Context: an optimization exercise on an open-source flow, tuned for a short achievable clock period and few clock cycles. The choices shown serve that exercise and are no tape-out recipe. The RTL was checked by simulation tests, not by an equivalence proof against the original design. Power figures rest on the tool's default switching activity, not on a simulated workload.

File: design.v
`timescale 1ns/1ps
`default_nettype none
package cpu_pkg;
  typedef logic [7:0]                byte_t;
  typedef logic [15:0]               addr_t;
  typedef logic [10-1:0] ram_index_t;
  typedef logic [2:0] flags_t;
  localparam int FLAG_N = 2;
  localparam int FLAG_Z = 1;
  localparam int FLAG_C = 0;
  typedef enum logic [1:0] {
    GROUP_CTRL    = 2'b00,
    GROUP_ALU     = 2'b01,
    GROUP_X       = 2'b10,
    GROUP_ILLEGAL = 2'b11
  } op_group_e;
  typedef enum logic [2:0] {
    ALU_ORA, ALU_AND, ALU_EOR, ALU_ADC, ALU_STA, ALU_LDA, ALU_CMP, ALU_SBC
  } alu_op_e;
  typedef enum logic [2:0] {
    MODE_IMPLIED, MODE_IMMEDIATE, MODE_ZERO_PAGE, MODE_ABSOLUTE, MODE_RELATIVE
  } addr_mode_e;
  typedef enum logic [3:0] {
    ST_FETCH_OP_ISSUE, ST_FETCH_OP_CAPTURE, ST_DECODE,
    ST_FETCH_LO_ISSUE, ST_FETCH_LO_CAPTURE,
    ST_FETCH_HI_ISSUE, ST_FETCH_HI_CAPTURE,
    ST_FETCH_ARG_ISSUE, ST_FETCH_ARG_CAPTURE,
    ST_EXECUTE, ST_WRITEBACK, ST_STORE_ISSUE, ST_STORE_FINISH,
    ST_HALTED, ST_ERROR
  } core_state_e;
endpackage
`default_nettype wire
`timescale 1ns/1ps
`default_nettype none
module program_loader (
  input  wire                 raw_clk,
  input  wire                 button_reset,
  input  wire                 load_strobe,
  input  wire cpu_pkg::byte_t load_data,
  input  wire                 load_last,
  output logic                pend_write,
  output cpu_pkg::ram_index_t pend_index,
  output cpu_pkg::byte_t      pend_data,
  output logic                start
);
  cpu_pkg::ram_index_t write_ptr;
  logic                loaded;
  logic                take;
  assign take  = button_reset && load_strobe && !loaded;
  assign start = take && load_last;
  always_ff @(posedge raw_clk)
  begin
    pend_write <= take;
    pend_data  <= load_data;
    pend_index <= write_ptr;
  end
  always_ff @(posedge raw_clk)
  begin
    if (!button_reset)
    begin
      write_ptr <= cpu_pkg::ram_index_t'(16'h0200);
      loaded    <= 1'b0;
    end
    else if (take)
    begin
      write_ptr <= write_ptr + 1'b1;
      if (load_last)
        loaded <= 1'b1;
    end
  end
endmodule
`default_nettype wire
`timescale 1ns/1ps
`default_nettype none
module program_ram (
  input  wire                      raw_clk,
  input  wire                      ram_write,
  input  wire cpu_pkg::ram_index_t ram_windex,
  input  wire cpu_pkg::byte_t      ram_wdata,
  input  wire [1:0]                fetch_lo,
  input  wire [4*(10-2)-1:0] fetch_rows,
  output cpu_pkg::byte_t           fetch_b0,
  output cpu_pkg::byte_t           fetch_b1,
  output cpu_pkg::byte_t           fetch_b2,
  input  wire cpu_pkg::ram_index_t data_index,
  output cpu_pkg::byte_t           data_rdata
);
  localparam int ROWS = 2 ** (10 - 2);
  cpu_pkg::byte_t            bank_f [0:3];
  cpu_pkg::byte_t            bank_d [0:3];
  for (genvar j = 0; j < 4; j++)
  begin : g_bank
    cpu_pkg::byte_t            mem [0:ROWS-1];
    logic [10-3:0] frow;
    assign frow = fetch_rows[j*(10-2) +: 10-2];
    always_ff @(posedge raw_clk)
      if (ram_write && ram_windex[1:0] == j)
        mem[ram_windex[10-1:2]] <= ram_wdata;
    assign bank_f[j] = mem[frow];
    assign bank_d[j] = mem[data_index[10-1:2]];
  end
  assign fetch_b0   = bank_f[fetch_lo];
  assign fetch_b1   = bank_f[fetch_lo + 2'd1];
  assign fetch_b2   = bank_f[fetch_lo + 2'd2];
  assign data_rdata = bank_d[data_index[1:0]];
endmodule
`default_nettype wire
`timescale 1ns/1ps
`default_nettype none
module cpu_alu (
  input  wire cpu_pkg::alu_op_e alu_op,
  input  wire cpu_pkg::byte_t   alu_a,
  input  wire cpu_pkg::byte_t   alu_b,
  input  wire                   carry_in,
  output cpu_pkg::byte_t        alu_result,
  output logic                  carry_out
);
  cpu_pkg::byte_t addend;
  logic           carry_op;
  logic [8:0]     sum;
  assign addend   = (alu_op == cpu_pkg::ALU_SBC || alu_op == cpu_pkg::ALU_CMP) ? ~alu_b : alu_b;
  assign carry_op = (alu_op == cpu_pkg::ALU_CMP) ? 1'b1 : carry_in;
  assign sum      = {1'b0, alu_a} + {1'b0, addend} + {8'h00, carry_op};
  always_comb
  begin
    alu_result = sum[7:0];
    carry_out  = carry_in;
    case (alu_op)
      cpu_pkg::ALU_ORA: alu_result = alu_a | alu_b;
      cpu_pkg::ALU_AND: alu_result = alu_a & alu_b;
      cpu_pkg::ALU_EOR: alu_result = alu_a ^ alu_b;
      cpu_pkg::ALU_STA: alu_result = alu_a;
      cpu_pkg::ALU_LDA: alu_result = alu_b;
      cpu_pkg::ALU_ADC: carry_out = sum[8];
      cpu_pkg::ALU_CMP: carry_out = sum[8];
      cpu_pkg::ALU_SBC: carry_out = sum[8];
    endcase
  end
endmodule
`default_nettype wire
`timescale 1ns/1ps
`default_nettype none
module cpu_core (
  input  wire                      raw_clk,
  input  wire                      button_reset,
  input  wire                      start,
  output logic [1:0]               fetch_lo,
  output logic [4*(10-2)-1:0] fetch_rows,
  input  wire cpu_pkg::byte_t      fetch_b0,
  input  wire cpu_pkg::byte_t      fetch_b1,
  input  wire cpu_pkg::byte_t      fetch_b2,
  output cpu_pkg::ram_index_t      data_index,
  input  wire cpu_pkg::byte_t      data_rdata,
  input  wire                      pend_write,
  input  wire cpu_pkg::ram_index_t pend_index,
  output logic                     store_write,
  output cpu_pkg::byte_t           store_data,
  output cpu_pkg::byte_t           reg_a,
  output cpu_pkg::byte_t           reg_y,
  output cpu_pkg::addr_t           pc,
  output logic                     halted
);
  cpu_pkg::addr_t      fpc;
  logic [4*(10-2)-1:0] frows;
  logic                resync;
  logic                f_run;
  logic                e_valid;
  cpu_pkg::byte_t      e_op;
  cpu_pkg::byte_t      e_imm;
  cpu_pkg::ram_index_t e_ea;
  cpu_pkg::byte_t      reg_x;
  cpu_pkg::byte_t      nz_src;
  logic                flag_c;
  logic                halt_pending;
  function automatic logic op_legal(cpu_pkg::byte_t op);
    logic [2:0] o, m;
    o = op[7:5];
    m = op[4:2];
    case (op[1:0])
      2'b00:
        case (m)
          3'b000:  op_legal = (o == 3'b000) || (o == 3'b101);
          3'b001:  op_legal = (o[2:1] == 2'b10);
          3'b011:  op_legal = (o[2:1] == 2'b10) || (o == 3'b010);
          3'b100:  op_legal = (o[2:1] != 2'b01);
          3'b010:  op_legal = o[2];
          3'b110:  op_legal = (o == 3'b100);
          default: op_legal = 1'b0;
        endcase
      2'b01:
        op_legal = (m == 3'b001) || (m == 3'b011) || (m == 3'b010 && o != 3'b100);
      2'b10:
        case (m)
          3'b000:         op_legal = (o == 3'b101);
          3'b001, 3'b011: op_legal = (o[2:1] == 2'b10);
          3'b010:         op_legal = o[2] && (o != 3'b111);
          default:        op_legal = 1'b0;
        endcase
      default: op_legal = 1'b0;
    endcase
  endfunction
  function automatic logic op_implied(cpu_pkg::byte_t op);
    case (op)
      8'haa, 8'ha8, 8'h8a, 8'h98, 8'he8, 8'hca, 8'hc8, 8'h88: op_implied = 1'b1;
      default: op_implied = 1'b0;
    endcase
  endfunction
  function automatic logic op_branch(cpu_pkg::byte_t op);
    op_branch = (op[4:0] == 5'b10000) && (op[7:6] != 2'b01);
  endfunction
  function automatic logic branch_taken(logic [2:0] o, logic n, logic z, logic c);
    case (o[2:1])
      2'b00:   branch_taken = n == o[0];
      2'b10:   branch_taken = c == o[0];
      default: branch_taken = z == o[0];
    endcase
  endfunction
  logic [2:0] e_o, e_m;
  logic [1:0] e_g;
  logic       e_memop, e_store, e_alu, e_ldx, e_ldy, e_imp;
  logic       e_sets_nz, e_sets_c, e_wa, e_wx, e_wy;
  assign e_o     = e_op[7:5];
  assign e_m     = e_op[4:2];
  assign e_g     = e_op[1:0];
  assign e_memop = (e_m == 3'b001) || (e_m == 3'b011);
  assign e_imp   = op_implied(e_op);
  assign e_store = e_valid && e_memop && (e_o == 3'b100);
  assign e_alu   = (e_g == 2'b01) && (e_o != 3'b100);
  assign e_ldx   = (e_g == 2'b10) && (e_o == 3'b101) && !e_imp;
  assign e_ldy   = (e_g == 2'b00) && (e_o == 3'b101) && !e_imp;
  assign e_sets_nz = e_valid && (e_alu || e_ldx || e_ldy || e_imp);
  assign e_sets_c  = e_valid && e_alu && (e_o == 3'b011 || e_o[2:1] == 2'b11);
  assign e_wa      = e_valid && ((e_alu && e_o != 3'b110) || e_op == 8'h8a || e_op == 8'h98);
  assign e_wx      = e_valid && (e_ldx || e_op == 8'haa || e_op == 8'he8 || e_op == 8'hca);
  assign e_wy      = e_valid && (e_ldy || e_op == 8'ha8 || e_op == 8'hc8 || e_op == 8'h88);
  cpu_pkg::byte_t      op, b1, b2;
  cpu_pkg::ram_index_t fa0, fa1, fa2;
  cpu_pkg::addr_t      seq1, seq2, seq3, br_target, pair_target, npc;
  cpu_pkg::byte_t      imp_value;
  logic                f_imp, f_br, f_jmp, f_stop, f_len3, f_pair, b1_br;
  logic                imp_src_busy, br_wait, pair_wait, f_hold;
  logic                br_go, pair_go, issue, stop;
  assign op = fetch_b0;
  assign b1 = fetch_b1;
  assign b2 = fetch_b2;
  assign fetch_lo   = fpc[1:0];
  assign fetch_rows = frows;
  assign fa0 = fpc[10-1:0];
  assign fa1 = fa0 + 1'b1;
  assign fa2 = fa0 + 2'd2;
  assign f_imp  = op_implied(op);
  assign f_br   = op_branch(op);
  assign b1_br  = op_branch(b1);
  assign f_jmp  = (op == 8'h4c);
  assign f_stop = !op_legal(op) || (op == 8'h00);
  assign f_len3 = (op[4:2] == 3'b011);
  assign f_pair = f_imp && b1_br;
  always_comb
  begin
    case (op)
      8'he8:   imp_value = reg_x + 8'd1;
      8'hca:   imp_value = reg_x - 8'd1;
      8'h8a:   imp_value = reg_x;
      8'hc8:   imp_value = reg_y + 8'd1;
      8'h88:   imp_value = reg_y - 8'd1;
      8'h98:   imp_value = reg_y;
      default: imp_value = reg_a;
    endcase
    case (op)
      8'he8, 8'hca, 8'h8a: imp_src_busy = e_wx;
      8'hc8, 8'h88, 8'h98: imp_src_busy = e_wy;
      default:             imp_src_busy = e_wa;
    endcase
  end
  assign br_go   = branch_taken(op[7:5], nz_src[7], nz_src == 8'h00, flag_c);
  assign pair_go = branch_taken(b1[7:5], imp_value[7], imp_value == 8'h00, flag_c);
  assign br_wait   = f_br && ((op[7:6] == 2'b10) ? e_sets_c : e_sets_nz);
  assign pair_wait = f_pair && (imp_src_busy || ((b1[7:6] == 2'b10) && e_sets_c));
  assign f_hold = (e_store && (e_ea == fa0 || e_ea == fa1 || e_ea == fa2)) ||
                  (pend_write && (pend_index == fa0 || pend_index == fa1 || pend_index == fa2));
  assign issue = f_run && !resync && !f_hold && !f_stop && !br_wait && !pair_wait;
  assign stop  = f_run && !resync && !f_hold && f_stop;
  assign seq1        = fpc + 16'd1;
  assign seq2        = fpc + 16'd2;
  assign seq3        = fpc + 16'd3;
  function automatic cpu_pkg::addr_t add_offset(cpu_pkg::addr_t base, cpu_pkg::byte_t off);
    logic [8:0]     lo;
    cpu_pkg::byte_t hi;
    lo = {1'b0, base[7:0]} + {1'b0, off};
    case ({off[7], lo[8]})
      2'b01:   hi = base[15:8] + 8'd1;
      2'b10:   hi = base[15:8] - 8'd1;
      default: hi = base[15:8];
    endcase
    add_offset = {hi, lo[7:0]};
  endfunction
  assign br_target   = add_offset(seq2, b1);
  assign pair_target = add_offset(seq3, b2);
  localparam int RW = 10 - 2;
  logic [4*RW-1:0] rows_seq1, rows_seq2, rows_seq3, rows_br, rows_pair, rows_sync, nrows;
  cpu_pkg::ram_index_t off1, off2;
  assign off1 = {{(10-8){b1[7]}}, b1};
  assign off2 = {{(10-8){b2[7]}}, b2};
  for (genvar j = 0; j < 4; j++)
  begin : g_rows
    cpu_pkg::ram_index_t s1, s2, s3, t1, t2, sy;
    assign s1 = fa0 + cpu_pkg::ram_index_t'(4 - j);
    assign s2 = fa0 + cpu_pkg::ram_index_t'(5 - j);
    assign s3 = fa0 + cpu_pkg::ram_index_t'(6 - j);
    assign sy = fa0 + cpu_pkg::ram_index_t'(3 - j);
    assign t1 = s2 + off1;
    assign t2 = s3 + off2;
    assign rows_seq1[j*RW +: RW] = s1[10-1:2];
    assign rows_seq2[j*RW +: RW] = s2[10-1:2];
    assign rows_seq3[j*RW +: RW] = s3[10-1:2];
    assign rows_br[j*RW +: RW]   = t1[10-1:2];
    assign rows_pair[j*RW +: RW] = t2[10-1:2];
    assign rows_sync[j*RW +: RW] = sy[10-1:2];
  end
  always_comb
  begin
    if (f_pair)
      nrows = pair_go ? rows_pair : rows_seq3;
    else if (f_br)
      nrows = br_go ? rows_br : rows_seq2;
    else if (f_len3)
      nrows = rows_seq3;
    else if (f_imp)
      nrows = rows_seq1;
    else
      nrows = rows_seq2;
  end
  always_comb
  begin
    if (f_jmp)
      npc = {b2, b1};
    else if (f_pair)
      npc = pair_go ? pair_target : seq3;
    else if (f_br)
      npc = br_go ? br_target : seq2;
    else if (f_len3)
      npc = seq3;
    else if (f_imp)
      npc = seq1;
    else
      npc = seq2;
  end
  always_ff @(posedge raw_clk)
  begin
    if (!button_reset)
    begin
      fpc          <= 16'h0200;
      frows        <= {4{RW'(16'h0200 >> 2)}};
      resync       <= 1'b0;
      f_run        <= 1'b0;
      e_valid      <= 1'b0;
      halt_pending <= 1'b0;
      halted       <= 1'b0;
      pc           <= 16'h0200;
    end
    else
    begin
      if (start)
        f_run <= 1'b1;
      if (issue)
      begin
        fpc    <= npc;
        frows  <= nrows;
        resync <= f_jmp;
      end
      else if (resync)
      begin
        frows  <= rows_sync;
        resync <= 1'b0;
      end
      if (stop)
      begin
        f_run        <= 1'b0;
        halt_pending <= 1'b1;
        pc           <= seq1;
      end
      halted  <= halt_pending;
      e_valid <= issue && !f_br && !f_jmp;
    end
  end
  always_ff @(posedge raw_clk)
  begin
    e_op  <= op;
    e_imm <= b1;
    e_ea  <= f_len3 ? {b2[10-9:0], b1} : cpu_pkg::ram_index_t'(b1);
  end
  cpu_pkg::byte_t operand;
  cpu_pkg::byte_t alu_result;
  cpu_pkg::byte_t xfer_value;
  logic           alu_carry;
  assign data_index = e_ea;
  assign operand    = e_memop ? data_rdata : e_imm;
  cpu_alu u_alu (
    .alu_op     (cpu_pkg::alu_op_e'(e_o)),
    .alu_a      (reg_a),
    .alu_b      (operand),
    .carry_in   (flag_c),
    .alu_result (alu_result),
    .carry_out  (alu_carry)
  );
  always_comb
  begin
    case (e_op)
      8'he8:   xfer_value = reg_x + 8'd1;
      8'hca:   xfer_value = reg_x - 8'd1;
      8'h8a:   xfer_value = reg_x;
      8'hc8:   xfer_value = reg_y + 8'd1;
      8'h88:   xfer_value = reg_y - 8'd1;
      8'h98:   xfer_value = reg_y;
      default: xfer_value = reg_a;
    endcase
    case (e_g)
      2'b00:   store_data = reg_y;
      2'b10:   store_data = reg_x;
      default: store_data = reg_a;
    endcase
  end
  assign store_write = e_store;
  always_ff @(posedge raw_clk)
  begin
    if (!button_reset)
    begin
      reg_a  <= '0;
      reg_x  <= '0;
      reg_y  <= '0;
      nz_src <= 8'h01;
      flag_c <= 1'b0;
    end
    else if (e_valid && !e_store)
    begin
      if (e_imp)
      begin
        nz_src <= xfer_value;
        case (e_op)
          8'h88, 8'ha8, 8'hc8: reg_y <= xfer_value;
          8'haa, 8'hca, 8'he8: reg_x <= xfer_value;
          default:             reg_a <= xfer_value;
        endcase
      end
      else if (e_ldx)
      begin
        nz_src <= operand;
        reg_x  <= operand;
      end
      else if (e_ldy)
      begin
        nz_src <= operand;
        reg_y  <= operand;
      end
      else
      begin
        nz_src <= alu_result;
        flag_c <= alu_carry;
        if (e_o != 3'b110)
          reg_a <= alu_result;
      end
    end
  end
endmodule
`default_nettype wire
`timescale 1ns/1ps
`default_nettype none
module led_scanner (
  input  wire                 raw_clk,
  input  wire                 button_reset,
  input  wire cpu_pkg::byte_t reg_a,
  input  wire cpu_pkg::byte_t reg_y,
  input  wire cpu_pkg::addr_t pc,
  output cpu_pkg::byte_t      leds,
  output logic [3:0]          column
);
  logic [6-1:0] scan_count;
  logic [2:0]            slot;
  logic [3:0]            column_code;
  cpu_pkg::byte_t                 shown;
  assign slot = scan_count[6-1 -: 3];
  always_comb
  begin
    case (slot[2:1])
      2'b00:   {column_code, shown} = {4'b0111, reg_a};
      2'b01:   {column_code, shown} = {4'b1011, reg_y};
      2'b10:   {column_code, shown} = {4'b1101, pc[7:0]};
      default: {column_code, shown} = {4'b1110, pc[15:8]};
    endcase
  end
  always_ff @(posedge raw_clk)
  begin
    if (!button_reset)
    begin
      scan_count <= '0;
      column     <= 4'b1111;
      leds       <= 8'hff;
    end
    else
    begin
      scan_count <= scan_count + 1'b1;
      column     <= slot[0] ? 4'b1111 : column_code;
      leds       <= slot[0] ? 8'hff : ~shown;
    end
  end
endmodule
`default_nettype wire
`timescale 1ns/1ps
`default_nettype none
module m6502_top (
  input  wire                 raw_clk,
  input  wire                 button_reset,
  input  wire                 load_strobe,
  input  wire cpu_pkg::byte_t load_data,
  input  wire                 load_last,
  output cpu_pkg::byte_t      leds,
  output logic [3:0]          column,
  output logic                halted
);
  logic                pend_write;
  cpu_pkg::ram_index_t pend_index;
  cpu_pkg::byte_t      pend_data;
  logic                start;
  logic [1:0]          fetch_lo;
  logic [4*(10-2)-1:0] fetch_rows;
  cpu_pkg::byte_t      fetch_b0;
  cpu_pkg::byte_t      fetch_b1;
  cpu_pkg::byte_t      fetch_b2;
  cpu_pkg::ram_index_t data_index;
  cpu_pkg::byte_t      data_rdata;
  logic                store_write;
  cpu_pkg::byte_t      store_data;
  cpu_pkg::byte_t      reg_a;
  cpu_pkg::byte_t      reg_y;
  cpu_pkg::addr_t      pc;
  program_loader u_loader (
    .raw_clk      (raw_clk),
    .button_reset (button_reset),
    .load_strobe  (load_strobe),
    .load_data    (load_data),
    .load_last    (load_last),
    .pend_write   (pend_write),
    .pend_index   (pend_index),
    .pend_data    (pend_data),
    .start        (start)
  );
  program_ram u_ram (
    .raw_clk     (raw_clk),
    .ram_write   (pend_write || store_write),
    .ram_windex  (pend_write ? pend_index : data_index),
    .ram_wdata   (pend_write ? pend_data : store_data),
    .fetch_lo    (fetch_lo),
    .fetch_rows  (fetch_rows),
    .fetch_b0    (fetch_b0),
    .fetch_b1    (fetch_b1),
    .fetch_b2    (fetch_b2),
    .data_index  (data_index),
    .data_rdata  (data_rdata)
  );
  cpu_core u_core (
    .raw_clk      (raw_clk),
    .button_reset (button_reset),
    .start        (start),
    .fetch_lo     (fetch_lo),
    .fetch_rows   (fetch_rows),
    .fetch_b0     (fetch_b0),
    .fetch_b1     (fetch_b1),
    .fetch_b2     (fetch_b2),
    .data_index   (data_index),
    .data_rdata   (data_rdata),
    .pend_write   (pend_write),
    .pend_index   (pend_index),
    .store_write  (store_write),
    .store_data   (store_data),
    .reg_a        (reg_a),
    .reg_y        (reg_y),
    .pc           (pc),
    .halted       (halted)
  );
  led_scanner u_scanner (
    .raw_clk      (raw_clk),
    .button_reset (button_reset),
    .reg_a        (reg_a),
    .reg_y        (reg_y),
    .pc           (pc),
    .leds         (leds),
    .column       (column)
  );
endmodule
`default_nettype wire
File: config.mk
export PLATFORM = sky130hd
export DESIGN_NAME = m6502_top
export DESIGN_NICKNAME = m6502_top
export VERILOG_FILES = /design/flow/design.v
export SDC_FILE = /design/flow/constraint.sdc
export NUM_CORES = 8
export LEC_CHECK = 0
export ABC_CLOCK_PERIOD_IN_PS = 4000
export CAP_MARGIN = 20
export CORE_MARGIN = 2
export CORE_UTILIZATION = 30
export PLACE_DENSITY = 0.45
export SETUP_SLACK_MARGIN = 5
export SLEW_MARGIN = 20
export SYNTH_MEMORY_MAX_BITS = 16384
File: constraint.sdc
create_clock -name core_clock -period 10.0 [get_ports {raw_clk}]
set_input_delay 2.0000 -clock core_clock [delete_from_list [all_inputs] [get_ports {raw_clk}]]
set_output_delay 2.0000 -clock core_clock [all_outputs]
set_load 0.01 [all_outputs]
File: run.sh
#!/bin/bash
# synth_recipe.tcl (not shown) runs the flow's synth.tcl, then flattens the netlist and writes it again
# the make line also repeats each setting of config.mk as NAME=value (left out here)
make -C /OpenROAD-flow-scripts/flow DESIGN_CONFIG=/design/flow/config.mk WORK_HOME=/design/flow/orfs CLKGATE_MAP_FILE= SYNTH_SCRIPT=/design/flow/synth_recipe.tcl finish
==> notes.md <==
Synth Net Count 20891; Worst Hold Endpoint u_loader.pend_index[9]; GR Util All Layers 0.256; worst IR drop on VDD 0.174 mV; die area 1.34 sq mm; synth-to-layout area growth 19.2%; CP Max Fanout 7; I/O pin count 25; Clock Path Buffers 5; drt pass-1 iters 12; hold crit path type flop to flop; grt total ovfl 0; Max-slew headroom 0.0943; Core Util, Final 0.358; Slew @ Worst Pin 1.36 ns; CP Data Required Time 11.25 ns; FMAX 135 MHz; R2R Setup Slk 2.60 ns; CP Launch Type flop; Num Clock Sinks 8392; clk_skew 0.0735 ns; total CTS buffers 922; CTS tree done; Reg2Reg Depth 36; most frequent cells in the layout 8192 x edfxtp_1, 4590 x mux4_2, 1591 x buf_4; most common cell after layout, fill and taps aside edfxtp_1; post-synthesis register bit count 8392; CP max stage cell mux4_2; # hold bufs at CTS 0; global-route wire length before repair 2320 mm; placed wire-length estimate 1210 mm; Mapped Avg Cell Area 19.3 sq um; top cells by area, synth edfxtp_1 62%, mux4_2 26%, mux2i_1 2.1%; post-synthesis async set-or-reset flop share 0; post-synthesis instance total 20758; clock slew at reported path FFs 0.06 ns; initial antenna violation count 216; RSZ-0062 raised after global routing yes; die height 1.16 mm; overall routed net length 1770 mm; CP Class flop to flop; CP endpoint kind flop; drt wl/cell 43.2 um; met3 routed WL 196 mm; post-route ant nets 0; # nets final 22449; Pleak 0.145 uW; met2 wire length 772 mm; DRC violation count after routing 0; met1 wire length 703 mm; worst r2r dst u_core.fpc[14]; part of the cycle the worst path needs 0.740; vias in the first global route 236752; setup ws final 2.60 ns; # rows 424; largest net degree at the start of global routing 217; sequential share of the synthesized area 0.625; EDFF count, synth 8192; GPL Wtd Cong 0.941; hold depth 0; Starting Density 0.300; pwr dens 173 mW/mm^2; Slew Viols, Final 0; status no timing/DRC/antenna violations; Die Span X 1.16 mm; Core Box Area 1.33 sq mm; Synth Flop Type edfxtp_1; CP max stage delay 0.52 ns; leading area contributor after synthesis edfxtp_1; Critical Path AT 8.65 ns; clock latency (worst-skew pair) 1.38 ns; final setup fails 0; CTS root buf clkbuf_16; post-synth cell types 106; area share of the largest cell type after synthesis 0.615; endpoints failing hold 0; YS warnings 7; drt via density 6.05; MaxCap Viol Count 0; Max Used Layer met5; Clock H-tree levels 6; pre-CTS setup slack 0.602 ns; Filler cells 123122; Iter 0 DRT Violations 38503; ratio of cells with drive above 1 in the final layout 0.411; Final min period 7.40 ns; hold_sp u_loader.write_ptr[9]; mapped cell area 0.400 sq mm; port buffer count 24; routed vias 247779
## where the power goes
group	internal, uW	switching (uW)	leakage, uW
logic	3780	5500	0.0536
registers	38500	83.3	0.0770
clock network	19400	15100	0.0145
## worst max-delay path: cells and delay by family, from the launching register on
kind / cells / cell delay [ns]
compound gates: 17 / 3.26
simple gates: 5 / 0.95
flops: 1 / 0.37
xor+xnor: 2 / 0.25
mux: 2 / 0.68
fa+ha+maj: 3 / 0.65
buf+inv: 7 / 1.03
## flip-flops by register name, summed over array words and instances, names as in the netlist, 3 cells and up, named ones only
signal and cells:
u_scanner.column 4, u_core.fpc 16, u_loader.pend_data 8, u_loader.pend_index 10
u_core.e_op 8, u_ram.g_bank.mem 8192, u_core.e_ea 3, u_scanner.leds 8
u_core.e_imm 7, u_core.reg_x 8, u_scanner.scan_count 6, u_core.nz_src 8
u_core.reg_y 8, u_loader.write_ptr 10, u_core.frows 32, u_core.pc 16
u_core.reg_a 8
## layer usage
layer,up-vias,track usage
met5,-,0.00206
met4,146,0.124
met3,2968,0.0796
met2,15848,0.375
met1,136371,0.347
li1,92446,-
## metrics by stage
step	instances	total power (uW)	instance area (sq um)	hold slack [ns]	TNS, ns
2_1_floorplan	20758	44200	400000	0.349	-
5_1_grt	40799	84300	476000	0.374	0
4_1_cts	40621	82500	473000	0.365	0
6_report	40985	82400	477000	0.384	0
3_3_place_gp	38315	47500	429000	0.360	-0.327
3_5_place_dp	38351	47500	430000	0.362	0
## final cells by class
type	instances	area (sq um)	area share
sequential	8392	250000	0.525
multi-input combinational	10586	148000	0.310
timing repair buffer	2295	26000	0.0545
clock buffer	1107	24000	0.0504
tap	17679	22100	0.0464
clock inverter	601	5620	0.0118
antenna	206	515	0.00108
inverter	118	494	0.00104
timing repair inverter	1	16.3	0.0000341
## worst max path at each step
stage	startpoint	endpoint	slack [ns]	cells past startpoint
finish	flop	u_core.fpc[14]	2.60	36
global route	flop	u_core.fpc[14]	2.53	36
CTS	u_core.e_imm[2]	u_core.reg_a[7]	2.81	26
detailed placement	flop	flop	0.60	18
global placement	flop	flop	-0.17	20
floorplan	u_core.e_op[0]	u_ram.g_bank[0].mem[0][6]	-1.59	5
## cells in the mapped netlist (50+ instances only)
master / instances
o22ai_1: 73
nand2b_1: 55
nor2b_1: 90
xor2_1: 79
dfxtp_1: 200
inv_1: 110
ha_1: 116
buf_4: 138
nand4_1: 67
nand3_1: 191
a21oi_1: 402
nor4_1: 53
nand2_1: 673
nor3_1: 102
a31oi_1: 78
clkbuf_1: 808
o21ai_0: 166
mux2i_1: 853
a22o_1: 64
mux4_2: 4590
buf_6: 78
o211ai_1: 59
buf_1: 342
edfxtp_1: 8192
mux2_2: 50
nor2_1: 1421
a211oi_1: 61
xnor2_1: 145
buf_2: 297
a22oi_1: 556
## cells by family (layout without fill, tap and decap cells)
logic type | count (synthesis) | count (layout) | synth area share
xor gates and xnor gates | 225 | 225 | 0.00498
and+or+nand+nor | 2909 | 2911 | 0.0322
DFF | 8392 | 8392 | 0.625
muxes | 5496 | 5496 | 0.281
adders and majority gates | 121 | 121 | 0.00388
buffers and inverters | 1782 | 4122 | 0.0204
other | 0 | 206 | 0
AOI/OAI and AO/OA | 1833 | 1833 | 0.0316
## repair_timing
action	4_1_cts	5_1_grt
cloned	92	8
gates resized for setup	1213	351
setup endpoints to repair	3224	2482
pin swaps	259	165
setup buffers	470	137
Testbench counts, summed over its fixed seeds: cycles 38,285.

## re-timing with driven ports
Ports are ideal in the flow. The routed layout listed here was re-timed in OpenROAD. Step 1, drivers: a clkbuf_16 drives raw_clk and a buf_2 each remaining input, both assumed. Step 2, shift: input delay + t, output delay - t, t = (earliest + latest rising clock arrival at the registers) / 2. This alone moves slack from input paths to output paths. a / b / c = ideal / step 1 / step 2; a / b = the first two.
t (ns): 1.464
setup slack, ns: 2.603 / 2.603 / 2.603
clock arrival spread, ns: 0.073 / 0.073
slew at the worst register clock pin (ns): 0.07 / 0.07
After both steps this run still meets setup and hold. The setup slack of this run moves by 0.000 ns with the drivers and by 0.000 ns with both steps.
